This design comes from an exercise in tuning for small area and a short achievable clock period on the open sky130 flow, not from production work.
Function was checked by simulation only, so behaviour that the tests miss may differ from the original.
Power and IR drop assume default switching activity.

==> flow/design.v (excerpt) <==
module mul_issue_ctrl
#(
   parameter int MUL_LAT = m_extension::MUL_LAT_DEFAULT
) (
   input  logic        clk,
   input  logic        rst,
   input  logic        req_valid,
   output logic        req_ready,
   input  logic [31:0] req_rs1,
   input  logic [31:0] req_rs2,
   input  m_extension::m_funct3     req_funct3,
   input  logic        flush,
   output logic        resp_valid,
   output logic [31:0] resp_data,
   input  logic        resp_ready,
   output logic [15:0] hit_count
);
Size in the first run: about 1500 cells after synthesis, ~280 flip-flops, about 120 I/O pins.
Settings: LEC_CHECK=0, CAP_MARGIN=20, CORE_MARGIN=2, CORE_UTILIZATION=60, SLEW_MARGIN=20; clock period 10.0 ns.
standard.sh (not shown) runs the stock make flow with config.mk's settings and CLKGATE_MAP_FILE= SYNTH_SCRIPT=/design/flow/synth_recipe.tcl, a recipe that flattens the netlist after the stock synthesis.
==> flow/flow/run.sh <==
#!/bin/bash
# Own flow: the standard layout (standard.sh: the standard synthesis, then
# ORFS floorplan, placement, CTS and routing) with plain buf_1 port buffers in
# place of clkdlybuf4s50_1, larger clock-sink clusters without dummy loads,
# and a tighter setup repair target. Every tool's own log is under orfs/logs/;
# make's output goes to standard.log.
set -euo pipefail
bash standard.sh \
  "BUFFER_PORTS_ARGS=-buffer_cell sky130_fd_sc_hd__buf_1" \
  "CTS_ARGS=-sink_clustering_enable -repair_clock_nets -sink_clustering_size 20 -sink_clustering_max_diameter 100 -dont_use_dummy_load" \
  "SETUP_SLACK_MARGIN=5.45" \
  finish > standard.log 2>&1
The starting point finished clean.
Next try:
==> flow/run.sh (new file) <==
#!/bin/bash
# synth_recipe.tcl (not shown) runs the flow's synth.tcl, then flattens the netlist and writes it again
# the make line also repeats each setting of config.mk as NAME=value (left out here)
make -C /OpenROAD-flow-scripts/flow DESIGN_CONFIG=/design/flow/config.mk WORK_HOME=/design/flow/orfs CLKGATE_MAP_FILE= SYNTH_SCRIPT=/design/flow/synth_recipe.tcl finish
--- a/flow/config.mk
+++ b/flow/config.mk
@@ -8,4 +8,5 @@
 export CAP_MARGIN = 20
 export CORE_MARGIN = 2
-export CORE_UTILIZATION = 60
+export CORE_UTILIZATION = 40
+export SETUP_SLACK_MARGIN = 5.0
 export SLEW_MARGIN = 20
removed: flow/flow/run.sh
removed: flow/standard.sh
Outcome: The new run ran to the end with no violations; die area went up by well over a third; utilization fell by 21 points; via count went down slightly.

---

Starting RTL as in the previous note.
==> flow/design.v (excerpt) <==
module mul_issue_ctrl
#(
   parameter int MUL_LAT = m_extension::MUL_LAT_DEFAULT
) (
   input  logic        clk,
   input  logic        rst,
   input  logic        req_valid,
   output logic        req_ready,
   input  logic [31:0] req_rs1,
   input  logic [31:0] req_rs2,
   input  m_extension::m_funct3     req_funct3,
   input  logic        flush,
   output logic        resp_valid,
   output logic [31:0] resp_data,
   input  logic        resp_ready,
   output logic [15:0] hit_count
);
clock: 10.0 ns
lec_check: 0
cap_margin: 20
core_margin: 2
core_utilization: 40
cts_cluster_diameter: 150
cts_cluster_size: 30
setup_slack_margin: 5.0
slew_margin: 20
run.sh (not shown) runs the stock make flow with config.mk's settings and CLKGATE_MAP_FILE= SYNTH_SCRIPT=/design/flow/synth_recipe.tcl, a recipe that flattens the netlist after the stock synthesis.
Stock flow here: none of the scripts above is used.
The first run produced a clean layout.
Change:
==> flow/flow/run.sh (new file) <==
#!/bin/bash
# Own flow: the standard layout (standard.sh: the standard synthesis, then
# ORFS floorplan, placement, CTS and routing) with plain buf_1 port buffers in
# place of clkdlybuf4s50_1, larger clock-sink clusters without dummy loads,
# and a tighter setup repair target. Every tool's own log is under orfs/logs/;
# make's output goes to standard.log.
set -euo pipefail
bash standard.sh \
  "BUFFER_PORTS_ARGS=-buffer_cell sky130_fd_sc_hd__buf_1" \
  "CTS_ARGS=-sink_clustering_enable -repair_clock_nets -sink_clustering_size 20 -sink_clustering_max_diameter 100 -dont_use_dummy_load" \
  "SETUP_SLACK_MARGIN=5.7" \
  finish > standard.log 2>&1
==> flow/standard.sh (new file) <==
#!/bin/bash
# synth_recipe.tcl (not shown) runs the flow's synth.tcl, then flattens the netlist and writes it again
# the make line also repeats each setting of config.mk as NAME=value (left out here)
make -C /OpenROAD-flow-scripts/flow DESIGN_CONFIG=/design/flow/config.mk WORK_HOME=/design/flow/orfs CLKGATE_MAP_FILE= SYNTH_SCRIPT=/design/flow/synth_recipe.tcl "${@:-finish}"
--- a/flow/config.mk
+++ b/flow/config.mk
@@ -10,5 +10,2 @@
 export CORE_UTILIZATION = 40
-export CTS_CLUSTER_DIAMETER = 150
-export CTS_CLUSTER_SIZE = 30
-export SETUP_SLACK_MARGIN = 5.0
 export SLEW_MARGIN = 20
removed: flow/run.sh
Effect: The changed run completed without violations. Wire length climbs by 13%. Utilization is higher by 2.5 points. Design area rises by 5.6%.

---

mul_issue_ctrl again, from the RTL that the note above started with.
## mul_issue_ctrl
module mul_issue_ctrl
#(
   parameter int MUL_LAT = m_extension::MUL_LAT_DEFAULT
) (
   input  logic        clk,
   input  logic        rst,
   input  logic        req_valid,
   output logic        req_ready,
   input  logic [31:0] req_rs1,
   input  logic [31:0] req_rs2,
   input  m_extension::m_funct3     req_funct3,
   input  logic        flush,
   output logic        resp_valid,
   output logic [31:0] resp_data,
   input  logic        resp_ready,
   output logic [15:0] hit_count
);
export LEC_CHECK = 0
export CAP_MARGIN = 20
export CORE_MARGIN = 2
export CORE_UTILIZATION = 40
export SLEW_MARGIN = 20
create_clock -name core_clock -period 10.0 [get_ports {clk}]
standard.sh (not shown) runs the stock make flow with config.mk's settings and CLKGATE_MAP_FILE= SYNTH_SCRIPT=/design/flow/synth_recipe.tcl, a recipe that flattens the netlist after the stock synthesis.
==> flow/flow/run.sh <==
#!/bin/bash
# Own flow: the standard layout (standard.sh: the standard synthesis, then
# ORFS floorplan, placement, CTS and routing) with plain buf_1 port buffers in
# place of clkdlybuf4s50_1, larger clock-sink clusters without dummy loads,
# and a tighter setup repair target. Every tool's own log is under orfs/logs/;
# make's output goes to standard.log.
set -euo pipefail
bash standard.sh \
  "BUFFER_PORTS_ARGS=-buffer_cell sky130_fd_sc_hd__buf_1" \
  "CTS_ARGS=-sink_clustering_enable -repair_clock_nets -sink_clustering_size 26 -sink_clustering_max_diameter 100 -dont_use_dummy_load" \
  "SETUP_SLACK_MARGIN=5.45" \
  finish > standard.log 2>&1
Next try:
==> flow/flow/run.sh (replaced) <==
#!/bin/bash
# Own flow: the standard layout (standard.sh: the standard synthesis, then
# ORFS floorplan, placement, CTS and routing) with plain buf_1 port buffers in
# place of clkdlybuf4s50_1 and a tighter setup repair target. Every tool's own
# log is under orfs/logs/; make's output goes to standard.log.
set -euo pipefail
bash standard.sh \
  "BUFFER_PORTS_ARGS=-buffer_cell sky130_fd_sc_hd__buf_1" \
  "SETUP_SLACK_MARGIN=5.4" \
  finish > standard.log 2>&1
- CTS_BUF_LIST: unset -> sky130_fd_sc_hd__clkbuf_4 sky130_fd_sc_hd__clkbuf_8
The new run completed without violations.
Sequential share of layout area went down by 0.85 points.
Worst setup slack gets worse by 0.0048 ns.
Clock power went up by 66%.
Global-route usage went up by 0.40 points.
Clock-buffer cell count went up by 55.
Cell count went up by 3.0%.

## re-timing with driven ports
How much do the figures lean on ideal ports? The routed layouts below were timed once more, with nothing changed but the port constraints.
Step 1 (the two cells are an assumption about what drives the block):
set clk [get_ports {clk}]
set_driving_cell -lib_cell sky130_fd_sc_hd__clkbuf_16 $clk
set_driving_cell -lib_cell sky130_fd_sc_hd__buf_2 [delete_from_list [all_inputs] $clk]
Step 2 times the ports against the registers' clock, not the clock port: input delays grow and output delays shrink by t, the midpoint of the rising clock arrivals with the driver on.
Slacks: ideal / step 1 / step 2; pairs: ideal / step 1.
run | t, ns | slack for setup (ns) | worst setup path at the end | slew at the worst register clock pin (ns) | worst slew at a driven data input, ns
the first run of note 1 | 0.560 | 5.522 / 5.500 / 5.126 | input to register | 0.09 / 0.09 | 0.06
the second run of note 1 | 0.591 | 5.037 / 5.016 / 4.746 | input to register | 0.06 / 0.06 | 0.06
the first run of note 2 | 0.560 | 5.036 / 5.015 / 4.827 | input to register | 0.12 / 0.12 | 0.06
the second run of note 2 | 0.553 | 5.567 / 5.518 / 5.387 | input to register | 0.09 / 0.09 | 0.08
the first run of note 3 | 0.555 | 5.502 / 5.478 / 5.171 | input to register | 0.10 / 0.10 | 0.06
the second run of note 3 | 0.649 | 5.497 / 5.449 / 5.025 | input to register | 0.07 / 0.07 | 0.06
After both steps every run listed still meets setup and hold. The setup slack of the second run of note 3, which loses most, moves by -0.048 ns with the drivers and by -0.472 ns with both steps.
